This is an optimization exercise on Yosys and OpenROAD, whose aim is small area, a short achievable clock period and few clock cycles per item, not a production implementation. Where RTL was checked, it was by simulation tests only, not by an equivalence proof against the original. Function not checked in run 2: the RTL went through the layout flow alone.

==> flow/design.v (outline; a module is shown in full before it is edited, if it fits) <==
// module cce_coeff_store: 25 lines
// module cce_step_unit: 790 lines
// module cce_seq: 25 lines
// module chebyshev_clenshaw_evaluator_top: 182 lines
module chebyshev_clenshaw_evaluator_top #(
    parameter int MAX_TERMS = cce_pkg::MAX_TERMS_DEF
) (
    input  wire logic                                aclk,
    input  wire logic                                aresetn,
    input  wire logic                                cfg_valid,
    output logic                                     cfg_ready,
    input  wire logic [cce_pkg::DEG_W-1:0]           cfg_data,
    input  wire logic                                s_valid,
    output logic                                     s_ready,
    input  wire logic [cce_pkg::KIND_W-1:0]          s_kind,
    input  wire logic [cce_pkg::INDEX_W-1:0]         s_coeff_index,
    input  wire logic signed [cce_pkg::COEFF_W-1:0]  s_coeff_value,
    input  wire logic signed [cce_pkg::POINT_W-1:0]  s_point,
    output logic                                     m_valid,
    input  wire logic                                m_ready,
    output logic signed [cce_pkg::ACC_W-1:0]         m_value,
    output logic                                     m_saturated
);
  // ...
==> flow/run.sh <==
#!/bin/bash
# synth_recipe.tcl (not shown) runs the flow's synth.tcl, then flattens the netlist and writes it again
# the make line also repeats each setting of config.mk as NAME=value (left out here)
make -C /OpenROAD-flow-scripts/flow DESIGN_CONFIG=/design/flow/config.mk WORK_HOME=/design/flow/orfs CLKGATE_MAP_FILE= SYNTH_SCRIPT=/design/flow/synth_recipe.tcl finish
==> flow/config.mk <==
export PLATFORM = sky130hd
export DESIGN_NAME = chebyshev_clenshaw_evaluator_top
export DESIGN_NICKNAME = chebyshev_clenshaw_evaluator_top
export VERILOG_FILES = /design/flow/design.v
export SDC_FILE = /design/flow/constraint.sdc
export NUM_CORES = 4
export LEC_CHECK = 0
export CAP_MARGIN = 20
export CORE_MARGIN = 2
export CORE_UTILIZATION = 40
export SLEW_MARGIN = 20
==> flow/constraint.sdc <==
create_clock -name core_clock -period 11.0 [get_ports {aclk}]
set_input_delay 2.2000 -clock core_clock [delete_from_list [all_inputs] [get_ports {aclk}]]
set_output_delay 2.2000 -clock core_clock [all_outputs]
set_load 0.01 [all_outputs]
==> flow_summary.yaml, run 1 <==
run_status:
  status: "no timing/DRC/antenna violations"
clock_tree:
  cts_resized: 0
  root_buffer: "clkbuf_16"
  clockBufferDepth: 3
routing:
  vias_per_cell: 5.86
  detail-route-antenna-nets: 0
  route.top_layer_used: "met5"
hold_path:
  min_path_type: "reg2reg"
  hp-start: "f1_reg$_SDFF_PP0_"
yosys:
  ys_warn_count: 3
  yosys.area.top_type: "edfxtp_1"
  ys_seq_area_share_pct: 36.1
  synth_ff_type: "edfxtp_1"
floorplanning:
  core-area_mm2: 0.109
  io_pins: 84
  dieArea_mm2: 0.113
  start_util_pct: 40.5
  tap_cells: 1476
final_layout:
  multi_input_gates: 3427
  area_delta_synth_final_pct: 9.38
  signal_buffers: 184
  dominant_cells: "multi-input gates"
  finalInstanceArea_mm2: 0.0483
  largest_reg_flops: 288
global_routing:
  grt_use_met2_pct: 39.4
timing:
  layout_setup_ws_ns: 3.67
Testbench counts, summed over its fixed seeds: cycles 39,104, items 4,096.
==> module cce_coeff_store, before the edit <==
module cce_coeff_store (
    input  wire logic                                aclk,
    input  wire logic                                aresetn,
    input  wire logic                                wr_en,
    input  wire logic [cce_pkg::INDEX_W-1:0]         wr_index,
    input  wire logic signed [cce_pkg::COEFF_W-1:0]  wr_data,
    input  wire logic [cce_pkg::INDEX_W-1:0]         rd_addr,
    output logic signed [cce_pkg::COEFF_W-1:0]       rd_data
);
    logic signed [cce_pkg::COEFF_W-1:0] mem [16];
    logic [15:0]                        vld_reg;
    always_ff @(posedge aclk) begin
        if (!aresetn) begin
            vld_reg <= '0;
        end else if (wr_en) begin
            vld_reg[wr_index] <= 1'b1;
        end
    end
    always_ff @(posedge aclk) begin
        if (wr_en) begin
            mem[wr_index] <= wr_data;
        end
    end
    assign rd_data = vld_reg[rd_addr] ? mem[rd_addr] : '0;
endmodule
==> module cce_seq, before the edit <==
module cce_seq (
    input  wire logic [cce_pkg::ROW_W-1:0]          ra,
    input  wire logic [cce_pkg::ROW_W-1:0]          rb,
    output logic signed [cce_pkg::ACC_W-1:0]        mid_value,
    output logic                                    mid_clip,
    output logic signed [cce_pkg::ACC_W-1:0]        last_value,
    output logic                                    last_clip
);
    logic [cce_pkg::ROW_W-1:0] s;
    assign s = ra + rb;
    always_comb begin
        mid_clip  = !((s[47:44] == 4'b0000) || (s[47:44] == 4'b1111));
        mid_value = s[44:13];
        if (mid_clip) begin
            mid_value = s[47] ? cce_pkg::ACC_MIN : cce_pkg::ACC_MAX;
        end
    end
    always_comb begin
        last_clip  = !((s[47:45] == 3'b000) || (s[47:45] == 3'b111));
        last_value = s[45:14];
        if (last_clip) begin
            last_value = s[47] ? cce_pkg::ACC_MIN : cce_pkg::ACC_MAX;
        end
    end
endmodule
==> module chebyshev_clenshaw_evaluator_top, before the edit <==
module chebyshev_clenshaw_evaluator_top #(
    parameter int MAX_TERMS = cce_pkg::MAX_TERMS_DEF
) (
    input  wire logic                                aclk,
    input  wire logic                                aresetn,
    input  wire logic                                cfg_valid,
    output logic                                     cfg_ready,
    input  wire logic [cce_pkg::DEG_W-1:0]           cfg_data,
    input  wire logic                                s_valid,
    output logic                                     s_ready,
    input  wire logic [cce_pkg::KIND_W-1:0]          s_kind,
    input  wire logic [cce_pkg::INDEX_W-1:0]         s_coeff_index,
    input  wire logic signed [cce_pkg::COEFF_W-1:0]  s_coeff_value,
    input  wire logic signed [cce_pkg::POINT_W-1:0]  s_point,
    output logic                                     m_valid,
    input  wire logic                                m_ready,
    output logic signed [cce_pkg::ACC_W-1:0]         m_value,
    output logic                                     m_saturated
);
    localparam int CW = cce_pkg::COEFF_W;
    localparam int PW = cce_pkg::POINT_W;
    localparam int AW = cce_pkg::ACC_W;
    localparam int DW = cce_pkg::DD_W;
    localparam int RW = cce_pkg::ROW_W;
    logic                 s_ready_reg;
    logic                 buf_v_reg;
    logic                 buf_kind_reg;
    logic [3:0]           buf_idx_reg;
    logic [CW-1:0]        buf_val_reg;
    logic [3:0]           degree_reg;
    logic [CW-1:0]        ctop_reg;       
    logic                 dirty_reg;      
    logic [1:0]           st1_reg;
    logic [3:0]           k1_reg;
    logic                 f1_reg;
    logic [PW-1:0]        t1_reg;
    logic [AW-1:0]        b1_reg;
    logic [DW-1:0]        dd1_reg;
    logic [1:0]           st2_reg;
    logic [3:0]           k2_reg;
    logic                 f2_reg;
    logic [PW-1:0]        t2_reg;
    logic [AW-1:0]        b2_reg;         
    logic [RW-1:0]        ra2_reg;
    logic [RW-1:0]        rb2_reg;
    logic                 ph_reg;         
    logic                 head_reg;       
    logic                 out_v_reg;
    logic [AW-1:0]        out_val_reg;
    logic                 out_sat_reg;
    logic [RW-1:0] ra_n, rb_n;
    cce_step_unit u_step (
        .t  (t1_reg),
        .b  (b1_reg),
        .dd (dd1_reg),
        .ra (ra_n),
        .rb (rb_n)
    );
    logic signed [AW-1:0] mid_value, last_value;
    logic                 mid_clip, last_clip;
    cce_seq u_fin (
        .ra         (ra2_reg),
        .rb         (rb2_reg),
        .mid_value  (mid_value),
        .mid_clip   (mid_clip),
        .last_value (last_value),
        .last_clip  (last_clip)
    );
    logic mid2, fin2, park2, idle2;
    assign mid2  = (st2_reg == cce_pkg::LN_RUN) && (k2_reg != 4'd0);
    assign fin2  = (st2_reg == cce_pkg::LN_RUN) && (k2_reg == 4'd0);
    assign park2 = (st2_reg == cce_pkg::LN_PARK);
    assign idle2 = !(mid2 || fin2 || park2);
    logic [AW-1:0] res_val;
    logic          res_sat;
    assign res_val = park2 ? b2_reg : last_value;
    assign res_sat = park2 ? f2_reg : (f2_reg | last_clip);
    logic deliver;
    assign deliver = (fin2 || park2) && (head_reg == !ph_reg) && (!out_v_reg || m_ready);
    logic          req_v, req_kind;
    logic [3:0]    req_idx;
    logic [CW-1:0] req_val;
    logic [PW-1:0] req_pt;
    assign req_v    = buf_v_reg || s_valid;
    assign req_kind = buf_v_reg ? buf_kind_reg : s_kind;
    assign req_idx  = buf_v_reg ? buf_idx_reg : s_coeff_index;
    assign req_val  = buf_v_reg ? buf_val_reg : s_coeff_value;
    assign req_pt   = buf_v_reg ? buf_val_reg[PW-1:0] : s_point;
    logic no_reads, ins, ld;
    assign no_reads = !((st1_reg == cce_pkg::LN_RUN) && (k1_reg != 4'd0)) && !mid2;
    assign ins = req_v && (req_kind == cce_pkg::KIND_EVAL) && (idle2 || deliver) && !dirty_reg;
    assign ld  = req_v && (req_kind == cce_pkg::KIND_LOAD) && no_reads;
    assign s_ready   = s_ready_reg;
    assign cfg_ready = 1'b1;
    logic [3:0]           ins_addr;
    logic                 ins_last;
    logic [3:0]           rd_addr;
    logic signed [CW-1:0] rd_data;
    assign ins_addr = (degree_reg == 4'd0) ? 4'd0 : degree_reg - 4'd1;
    assign ins_last = (degree_reg <= 4'd1);
    assign rd_addr  = mid2 ? (k2_reg - 4'd1) : (dirty_reg ? degree_reg : ins_addr);
    cce_coeff_store u_store (
        .aclk     (aclk),
        .aresetn  (aresetn),
        .wr_en    (ld),
        .wr_index (req_idx),
        .wr_data  (req_val),
        .rd_addr  (rd_addr),
        .rd_data  (rd_data)
    );
    logic signed [AW:0]   diff;
    logic                 last_n;
    logic [DW-1:0]        dd_n;
    assign diff   = (AW+1)'(rd_data) - (mid2 ? (AW+1)'(signed'(b2_reg)) : '0);
    assign last_n = mid2 ? (k2_reg == 4'd1) : ins_last;
    assign dd_n   = (last_n ? {DW'(diff), 1'b0} : DW'(diff)) + cce_pkg::DD_BIAS;
    always_ff @(posedge aclk) begin
        st2_reg <= st1_reg;
        k2_reg  <= k1_reg;
        f2_reg  <= f1_reg;
        t2_reg  <= t1_reg;
        b2_reg  <= b1_reg;
        ra2_reg <= ra_n;
        rb2_reg <= rb_n;
        dd1_reg <= dd_n;
        if (mid2 || ins) begin
            st1_reg <= cce_pkg::LN_RUN;
        end else if (fin2 || park2) begin
            st1_reg <= deliver ? cce_pkg::LN_IDLE : cce_pkg::LN_PARK;
        end else begin
            st1_reg <= cce_pkg::LN_IDLE;
        end
        k1_reg <= ins ? ins_addr : (k2_reg - 4'd1);
        f1_reg <= ins ? 1'b0 : (mid2 ? (f2_reg | mid_clip) : res_sat);
        t1_reg <= ins ? req_pt : t2_reg;
        b1_reg <= mid2 ? mid_value : (ins ? AW'(signed'(ctop_reg)) : res_val);
        ph_reg <= !ph_reg;
        if (deliver || ins) begin
            head_reg <= (st1_reg != cce_pkg::LN_IDLE) ? ph_reg : !ph_reg;
        end
        if (deliver) begin
            out_val_reg <= res_val;
            out_sat_reg <= res_sat;
        end
        out_v_reg <= deliver || (out_v_reg && !m_ready);
        if (!buf_v_reg) begin
            buf_kind_reg <= s_kind;
            buf_idx_reg  <= s_coeff_index;
            buf_val_reg  <= (s_kind == cce_pkg::KIND_EVAL) ? CW'(s_point) : s_coeff_value;
        end
        buf_v_reg   <= req_v && !(ins || ld);
        s_ready_reg <= !(req_v && !(ins || ld));
        if (cfg_valid) begin
            degree_reg <= cfg_data;
        end
        if (ld && (req_idx == degree_reg)) begin
            ctop_reg <= (degree_reg == 4'd0) ? '0 : req_val;
        end else if (dirty_reg && !mid2) begin
            ctop_reg <= (degree_reg == 4'd0) ? '0 : rd_data;
        end
        if (cfg_valid) begin
            dirty_reg <= 1'b1;
        end else if (!mid2) begin
            dirty_reg <= 1'b0;
        end
        if (!aresetn) begin
            st1_reg     <= cce_pkg::LN_IDLE;
            st2_reg     <= cce_pkg::LN_IDLE;
            ph_reg      <= 1'b0;
            head_reg    <= 1'b0;
            out_v_reg   <= 1'b0;
            buf_v_reg   <= 1'b0;
            s_ready_reg <= 1'b1;
            degree_reg  <= '0;
            ctop_reg    <= '0;
            dirty_reg   <= 1'b0;
        end
    end
    assign m_valid     = out_v_reg;
    assign m_value     = out_val_reg;
    assign m_saturated = out_sat_reg;
endmodule
==> run 2: changes to the inputs <==
==> flow/design.v (replaced) <==
`default_nettype none
package cce_pkg;
    localparam int MAX_TERMS_DEF = 16;
    localparam int KIND_W  = 1;
    localparam int INDEX_W = 4;
    localparam int COEFF_W = 18;
    localparam int POINT_W = 16;
    localparam int DEG_W   = 4;
    localparam int ACC_W   = 32;
    localparam int FRAC_BITS = 14;
    localparam int PROD_W = POINT_W + ACC_W;
    localparam int SUM_W  = ACC_W + 5;
    localparam logic signed [ACC_W-1:0] ACC_MAX = 32'sh7FFF_FFFF;
    localparam logic signed [ACC_W-1:0] ACC_MIN = 32'sh8000_0000;
    localparam logic [KIND_W-1:0] KIND_LOAD = 1'b0;
    localparam logic [KIND_W-1:0] KIND_EVAL = 1'b1;
    typedef enum logic [1:0] {
        ST_IDLE,
        ST_MUL,
        ST_ACC
    } seq_state_t;
    typedef struct packed {
        logic start;    
        logic mul;      
        logic acc;      
        logic last;     
    } step_ctrl_t;
endpackage
`default_nettype wire
`default_nettype none
module cce_coeff_store #(
    parameter int MAX_TERMS = cce_pkg::MAX_TERMS_DEF
) (
    input  wire logic                                aclk,
    input  wire logic                                aresetn,
    input  wire logic                                wr_en,
    input  wire logic [cce_pkg::INDEX_W-1:0]         wr_index,
    input  wire logic signed [cce_pkg::COEFF_W-1:0]  wr_data,
    input  wire logic                                rd_en,
    input  wire logic [((MAX_TERMS > 1) ? $clog2(MAX_TERMS) : 1)-1:0] rd_addr,
    output logic signed [cce_pkg::COEFF_W-1:0]       rd_data
);
    localparam int AW = (MAX_TERMS > 1) ? $clog2(MAX_TERMS) : 1;
    localparam int XW = (AW > cce_pkg::INDEX_W) ? AW : cce_pkg::INDEX_W;
    logic signed [cce_pkg::COEFF_W-1:0] mem [MAX_TERMS];
    logic [MAX_TERMS-1:0]               vld_reg;
    logic [MAX_TERMS-1:0]               vld_next;
    logic signed [cce_pkg::COEFF_W-1:0] rd_data_reg;
    logic [XW-1:0] idx_ext;
    logic          idx_in_range;
    logic [AW-1:0] wr_addr;
    always_comb begin
        idx_ext      = XW'(wr_index);
        idx_in_range = ({1'b0, idx_ext} < (XW+1)'(MAX_TERMS));
        wr_addr      = idx_ext[AW-1:0];
    end
    always_comb begin
        vld_next = vld_reg;
        if (wr_en && idx_in_range) begin
            vld_next[wr_addr] = 1'b1;
        end
    end
    always_ff @(posedge aclk) begin
        if (!aresetn) begin
            vld_reg <= '0;
        end else begin
            vld_reg <= vld_next;
        end
    end
    always_ff @(posedge aclk) begin
        if (wr_en && idx_in_range) begin
            mem[wr_addr] <= wr_data;
        end
        if (rd_en) begin
            rd_data_reg <= vld_reg[rd_addr] ? mem[rd_addr] : '0;
        end
    end
    assign rd_data = rd_data_reg;
endmodule
`default_nettype wire
`default_nettype none
module cce_step_unit (
    input  wire logic                                aclk,
    input  wire cce_pkg::step_ctrl_t                 ctrl,
    input  wire logic signed [cce_pkg::POINT_W-1:0]  point,
    input  wire logic signed [cce_pkg::COEFF_W-1:0]  coeff,
    output logic signed [cce_pkg::ACC_W-1:0]         res_value,
    output logic                                     res_saturated
);
    localparam int PW = cce_pkg::PROD_W;
    localparam int SW = cce_pkg::SUM_W;
    logic signed [cce_pkg::POINT_W-1:0] t_reg;
    logic signed [cce_pkg::ACC_W-1:0]   b1_reg;
    logic signed [cce_pkg::ACC_W-1:0]   b2_reg;
    logic signed [PW-1:0]               prod_reg;
    logic                               flag_reg;
    logic signed [cce_pkg::ACC_W-1:0]   res_value_reg;
    logic                               res_sat_reg;
    logic signed [PW-1:0]               prod_next;
    logic signed [PW-1:0]               shifted;
    logic signed [SW-1:0]               sum;
    logic signed [cce_pkg::ACC_W-1:0]   sum_sat;
    logic                               clip;
    assign prod_next = PW'(t_reg) * PW'(b1_reg);
    always_comb begin
        if (ctrl.last) begin
            shifted = prod_reg >>> cce_pkg::FRAC_BITS;
        end else begin
            shifted = prod_reg >>> (cce_pkg::FRAC_BITS - 1);
        end
        sum = SW'(shifted) - SW'(b2_reg) + SW'(coeff);
    end
    always_comb begin
        clip    = 1'b0;
        sum_sat = sum[cce_pkg::ACC_W-1:0];
        if (sum > SW'(cce_pkg::ACC_MAX)) begin
            clip    = 1'b1;
            sum_sat = cce_pkg::ACC_MAX;
        end else if (sum < SW'(cce_pkg::ACC_MIN)) begin
            clip    = 1'b1;
            sum_sat = cce_pkg::ACC_MIN;
        end
    end
    always_ff @(posedge aclk) begin
        if (ctrl.start) begin
            t_reg    <= point;
            b1_reg   <= '0;
            b2_reg   <= '0;
            flag_reg <= 1'b0;
        end else if (ctrl.acc) begin
            b2_reg   <= b1_reg;
            b1_reg   <= sum_sat;
            flag_reg <= flag_reg | clip;
        end
        if (ctrl.mul) begin
            prod_reg <= prod_next;
        end
        if (ctrl.acc && ctrl.last) begin
            res_value_reg <= sum_sat;
            res_sat_reg   <= flag_reg | clip;
        end
    end
    assign res_value     = res_value_reg;
    assign res_saturated = res_sat_reg;
endmodule
`default_nettype wire
`default_nettype none
module cce_seq #(
    parameter int MAX_TERMS = cce_pkg::MAX_TERMS_DEF
) (
    input  wire logic                         aclk,
    input  wire logic                         aresetn,
    input  wire logic                         cfg_valid,
    output logic                              cfg_ready,
    input  wire logic [cce_pkg::DEG_W-1:0]    cfg_data,
    input  wire logic                         s_valid,
    output logic                              s_ready,
    input  wire logic [cce_pkg::KIND_W-1:0]   s_kind,
    output logic                              m_valid,
    input  wire logic                         m_ready,
    output logic                              ld_en,
    output logic                              rd_en,
    output logic [((MAX_TERMS > 1) ? $clog2(MAX_TERMS) : 1)-1:0] rd_addr,
    output cce_pkg::step_ctrl_t               ctrl
);
    localparam int AW = (MAX_TERMS > 1) ? $clog2(MAX_TERMS) : 1;
    localparam int XW = (AW > cce_pkg::DEG_W) ? AW : cce_pkg::DEG_W;
    cce_pkg::seq_state_t          state_reg;
    cce_pkg::seq_state_t          state_next;
    logic [AW-1:0]                k_reg;
    logic [AW-1:0]                k_next;
    logic [cce_pkg::DEG_W-1:0]    degree_reg;
    logic [cce_pkg::DEG_W-1:0]    degree_next;
    logic                         m_valid_reg;
    logic                         m_valid_next;
    logic [XW-1:0]                deg_ext;
    logic [XW-1:0]                top_ext;
    logic                         out_free;
    assign cfg_ready = 1'b1;
    always_comb begin
        degree_next = degree_reg;
        if (cfg_valid) begin
            degree_next = cfg_data;
        end
    end
    always_comb begin
        deg_ext = XW'(degree_reg);
        top_ext = deg_ext;
        if (deg_ext > XW'(MAX_TERMS - 1)) begin
            top_ext = XW'(MAX_TERMS - 1);
        end
    end
    assign out_free = !m_valid_reg || m_ready;
    always_comb begin
        state_next   = state_reg;
        k_next       = k_reg;
        m_valid_next = m_valid_reg && !m_ready;
        s_ready      = 1'b0;
        ld_en        = 1'b0;
        rd_en        = 1'b0;
        rd_addr      = k_reg;
        ctrl         = '0;
        case (state_reg)
            cce_pkg::ST_IDLE: begin
                s_ready = 1'b1;
                if (s_valid) begin
                    if (s_kind == cce_pkg::KIND_EVAL) begin
                        ctrl.start = 1'b1;
                        rd_en      = 1'b1;
                        rd_addr    = top_ext[AW-1:0];
                        k_next     = top_ext[AW-1:0];
                        state_next = cce_pkg::ST_MUL;
                    end else begin
                        ld_en = 1'b1;
                    end
                end
            end
            cce_pkg::ST_MUL: begin
                ctrl.mul   = 1'b1;
                state_next = cce_pkg::ST_ACC;
            end
            cce_pkg::ST_ACC: begin
                ctrl.last = (k_reg == '0);
                if (k_reg != '0) begin
                    ctrl.acc   = 1'b1;
                    rd_en      = 1'b1;
                    rd_addr    = k_reg - 1'b1;
                    k_next     = k_reg - 1'b1;
                    state_next = cce_pkg::ST_MUL;
                end else if (out_free) begin
                    ctrl.acc     = 1'b1;
                    m_valid_next = 1'b1;
                    state_next   = cce_pkg::ST_IDLE;
                end
            end
            default: begin
                state_next = cce_pkg::ST_IDLE;
            end
        endcase
    end
    always_ff @(posedge aclk) begin
        if (!aresetn) begin
            state_reg   <= cce_pkg::ST_IDLE;
            k_reg       <= '0;
            degree_reg  <= '0;
            m_valid_reg <= 1'b0;
        end else begin
            state_reg   <= state_next;
            k_reg       <= k_next;
            degree_reg  <= degree_next;
            m_valid_reg <= m_valid_next;
        end
    end
    assign m_valid = m_valid_reg;
endmodule
`default_nettype wire
`default_nettype none
module chebyshev_clenshaw_evaluator_top #(
    parameter int MAX_TERMS = cce_pkg::MAX_TERMS_DEF
) (
    input  wire logic                                aclk,
    input  wire logic                                aresetn,
    input  wire logic                                cfg_valid,
    output logic                                     cfg_ready,
    input  wire logic [cce_pkg::DEG_W-1:0]           cfg_data,
    input  wire logic                                s_valid,
    output logic                                     s_ready,
    input  wire logic [cce_pkg::KIND_W-1:0]          s_kind,
    input  wire logic [cce_pkg::INDEX_W-1:0]         s_coeff_index,
    input  wire logic signed [cce_pkg::COEFF_W-1:0]  s_coeff_value,
    input  wire logic signed [cce_pkg::POINT_W-1:0]  s_point,
    output logic                                     m_valid,
    input  wire logic                                m_ready,
    output logic signed [cce_pkg::ACC_W-1:0]         m_value,
    output logic                                     m_saturated
);
    localparam int AW = (MAX_TERMS > 1) ? $clog2(MAX_TERMS) : 1;
    logic                               ld_en;
    logic                               rd_en;
    logic [AW-1:0]                      rd_addr;
    logic signed [cce_pkg::COEFF_W-1:0] rd_data;
    cce_pkg::step_ctrl_t                ctrl;
    cce_seq #(
        .MAX_TERMS (MAX_TERMS)
    ) u_seq (
        .aclk      (aclk),
        .aresetn   (aresetn),
        .cfg_valid (cfg_valid),
        .cfg_ready (cfg_ready),
        .cfg_data  (cfg_data),
        .s_valid   (s_valid),
        .s_ready   (s_ready),
        .s_kind    (s_kind),
        .m_valid   (m_valid),
        .m_ready   (m_ready),
        .ld_en     (ld_en),
        .rd_en     (rd_en),
        .rd_addr   (rd_addr),
        .ctrl      (ctrl)
    );
    cce_coeff_store #(
        .MAX_TERMS (MAX_TERMS)
    ) u_store (
        .aclk     (aclk),
        .aresetn  (aresetn),
        .wr_en    (ld_en),
        .wr_index (s_coeff_index),
        .wr_data  (s_coeff_value),
        .rd_en    (rd_en),
        .rd_addr  (rd_addr),
        .rd_data  (rd_data)
    );
    cce_step_unit u_step (
        .aclk          (aclk),
        .ctrl          (ctrl),
        .point         (s_point),
        .coeff         (rd_data),
        .res_value     (m_value),
        .res_saturated (m_saturated)
    );
endmodule
`default_nettype wire
==> run 2 against run 1 <==
Still clean on timing, DRC and antenna. Sequential share of layout area down 2.0 points. Flip-flop and latch count down 144. Cell area down 9.8%. Critical path depth down 2. Die area down 11%. Critical path type unchanged.
==> flow_summary.yaml, run 2 <==
run_status:
  status: "no timing/DRC/antenna violations"
routing:
  detail-route-antenna-nets: 0
  drc: 0
  drt_pass1_iterations: 5
  vias_per_cell: 5.18
  avgRoutedWirePerCell_um: 19.7
  wirelength_um: 103000
  drtIter0Drc: 1753
  num_vias: 27000
clock_tree:
  post_cts_buffers: 0
  numCtsBuffers: 56
  root_buffer: "clkbuf_16"
  cts_hold_buf: 0
  numClockSinks: 482
  cts_resized: 0
  clockBufferDepth: 3
  clk_pin_slew_worst_paths_ns: 0.06
  htreeDepth: 2
  cts_tree: "built"
  clock_latency_ns: 0.69
final_layout:
  fin_nets: 4615
  finalInstanceArea_mm2: 0.0436
  drive_gt1_share_pct: 5.99
  layout_commonest_cell: "nand2_1"
  diodes: 0
  largest_reg_flops: 288
  area_delta_synth_final_pct: 10.9
  layout_common_cells: "nand2_1 (757), inv_1 (670), fa_1 (520)"
yosys:
  synth-xor-area-share_pct: 1.69
  synth_edf_count: 390
  yosys-top-cells-count: "nand2_1 (758), inv_1 (671), fa_1 (520), edfxtp_1 (390), and2_1 (220)"
  synth_async_sr_flop_share_pct: 0
  yosysUniqueCellTypes: 80
  synth_mux_area_share_pct: 0.978
  synth-simple-area-share_pct: 15.6
  ys_ff_latch: 482
  synth_compound_area_share_pct: 7.40
  synth_top_family_by_area: "adder cells"
  yosys-top-cells-area: "edfxtp_1 (30%), fa_1 (26%), nand2_1 (7.2%), inv_1 (6.4%), ha_1 (4.9%)"
  ys_seq_area_share_pct: 34.5
  synth_fa_ha_area_share_pct: 31.4
  synthesis.area_mm2: 0.0393
  synth_top_area_share_pct: 29.8
  synth_most_common_cell: "nand2_1"
  avgSynthCellArea_um2: 10.1
  yosys.area.top_type: "edfxtp_1"
  syn-num-nets: 4606
  synth_ff_type: "edfxtp_1"
  synth_cells: 3884
  ys_warn_count: 3
placement:
  placed_cell_area_mm2: 0.0416
  gp_congestion: 0.869
  place_ws_ns: 3.57
  place_hpwl_um: 70000
  io_buffer_count: 82
timing:
  finalSetupTns_ns: 0
  maxSlewHeadroom_pct: 28.5
  timing.final.crit_share_pct: 68.1
  rsz0062_at_grt: "false"
  fmax_mhz: 134
  worst_pin_slew_ns: 1.07
  clock_skew_ns: 0.109
  setup_viol: 0
  drv_slew: 0
  fin_crit_ns: 7.49
  layout_setup_ws_ns: 3.51
  hold_violations: 0
global_routing:
  grt_util_all_layers_pct: 20.7
  grt_pass1_wl_um: 163000
  antenna_found_initial: 5
  grt_pass1_vias: 27800
  grt_start_max_net_pins: 70
  grt_overflow: 0
floorplanning:
  dieWidth_um: 317
  core-area_mm2: 0.0970
  row_count: 114
  dieArea_mm2: 0.101
  start_util_pct: 40.5
  io_pins: 84
  die_h_um: 317
critical_path:
  cp_max_fo: 18
  cp.required_ns: 11.46
  reg2reg_slack_ns: 3.51
  worst_setup_path_start_kind: "flip-flop"
  r2r_start: "u_step.b1_reg[10]$_SDFFE_PP0P_"
  crit_type: "reg2reg"
  setup.worst_path.end_class: "flip-flop"
  r2r_cells: 21
  arrival_ns: 7.95
  regToRegEndpoint: "u_step.prod_reg[47]$_DFFE_PN_"
hold_path:
  hp-start: "u_step.b2_reg[29]$_SDFFE_PP0P_"
  min_to: "u_step.b2_reg[29]$_SDFFE_PP0P_"
  whs_path_depth: 2
  min_path_type: "reg2reg"
run:
  max_cap_violations: 0
-- run 2: cell types whose count changed in the layout (fill, tap and decap cells not counted), moves of 194 or more --
cell and delta:
a21oi_1 -222, and2_1 +194, fa_1 +296, inv_1 +400, nor2_1 -305, o21ai_0 -242
-- run 2: how the worst max path moves through the flow --
stage,slack [ns],from,depth (start not counted),end
detailed placement,3.57,u_step.b1_reg[10]$_SDFFE_PP0P_,21,u_step.prod_reg[47]$_DFFE_PN_
CTS,3.51,u_step.b1_reg[10]$_SDFFE_PP0P_,21,u_step.prod_reg[47]$_DFFE_PN_
finish,3.51,u_step.b1_reg[10]$_SDFFE_PP0P_,21,u_step.prod_reg[47]$_DFFE_PN_
global route,3.08,u_step.b1_reg[10]$_SDFFE_PP0P_,21,u_step.prod_reg[47]$_DFFE_PN_
global placement,3.52,u_step.t_reg[5]$_DFFE_PP_,22,u_step.prod_reg[47]$_DFFE_PN_
floorplan,4.61,u_step.b1_reg[10]$_SDFFE_PP0P_,22,u_step.prod_reg[47]$_DFFE_PN_
-- run 2: stage by stage --
stage          util [%]  hold WS [ns]  instances
3_3_place_gp       42.8         0.446       5108
3_5_place_dp       42.9         0.453       5110
6_report           44.9         0.463       5217
5_1_grt            44.9         0.478       5217
4_1_cts            44.9         0.463       5216
2_1_floorplan         -         0.436       3884
-- run 2: layout make-up --
| type | instances | area, um^2 |
|---|---|---|
| clock inverters | 41 | 534 |
| flip-flops and latches | 482 | 13600 |
| well taps | 1276 | 1600 |
| repair buffers | 145 | 1320 |
| inverters | 671 | 2520 |
| fillers | 9176 | 53400 |
| multi-input cells | 2537 | 22600 |
| clock buffers | 65 | 1470 |
-- run 2: cell families (layout without fill, tap and decap cells) --
| logic type | Yosys count | count (layout) |
|---|---|---|
| flops | 482 | 482 |
| buf+inv | 865 | 922 |
| other cells | 1 | 1 |
| simple gates | 1329 | 1329 |
| xor+xnor | 76 | 76 |
| compound gates | 419 | 419 |
| fa+ha+maj | 674 | 674 |
| mux | 38 | 38 |
-- run 2: worst max-delay path, stage by stage (launching register included) --
cell     delay, ns
dfxtp_1       0.97
nand2_1       0.18
fa_1          0.56
fa_1          0.57
fa_1          0.45
fa_1          0.57
inv_1         0.06
fa_1          0.49
inv_1         0.05
fa_1          0.48
inv_1         0.04
ha_1          0.30
a21o_1        0.18
a221o_1       0.36
a21oi_1       0.12
o21ai_1       0.13
nor3b_1       0.48
o31ai_2       0.20
a31o_2        0.30
a221o_1       0.36
and4_1        0.22
nor3_1        0.19
-- run 2: layer usage --
layer	share of wire, %	global-route usage, %
met5	0.046	0
met3	7.1	3.68
met4	2.4	5.35
met1	43	28.4
met2	47	33.9

-- afterwards: timing with drivers on the ports --
In the flow no input, the clock included, has a driving cell. The finished layouts below were timed again as built, in two steps.
Step 1 (the two cells are an assumption about what drives the block):
set clk [get_ports {aclk}]
set_driving_cell -lib_cell sky130_fd_sc_hd__clkbuf_16 $clk
set_driving_cell -lib_cell sky130_fd_sc_hd__buf_2 [delete_from_list [all_inputs] $clk]
Step 2 also shifts input and output timing later by t, the mid clock arrival at the registers, as if the neighbouring blocks saw the same clock.
a / b / c = ideal / step 1 / step 2; a / b = the first two.
run | shift t [ns] | slack for setup (ns) | worst setup path after step 2 | clock arrival spread, ns
run 1 | 0.698 | 3.671 / 3.671 / 3.671 | register to register | 0.032 / 0.032
run 2 | 0.703 | 3.512 / 3.512 / 3.512 | register to register | 0.114 / 0.114
After both steps every run listed still meets setup and hold.
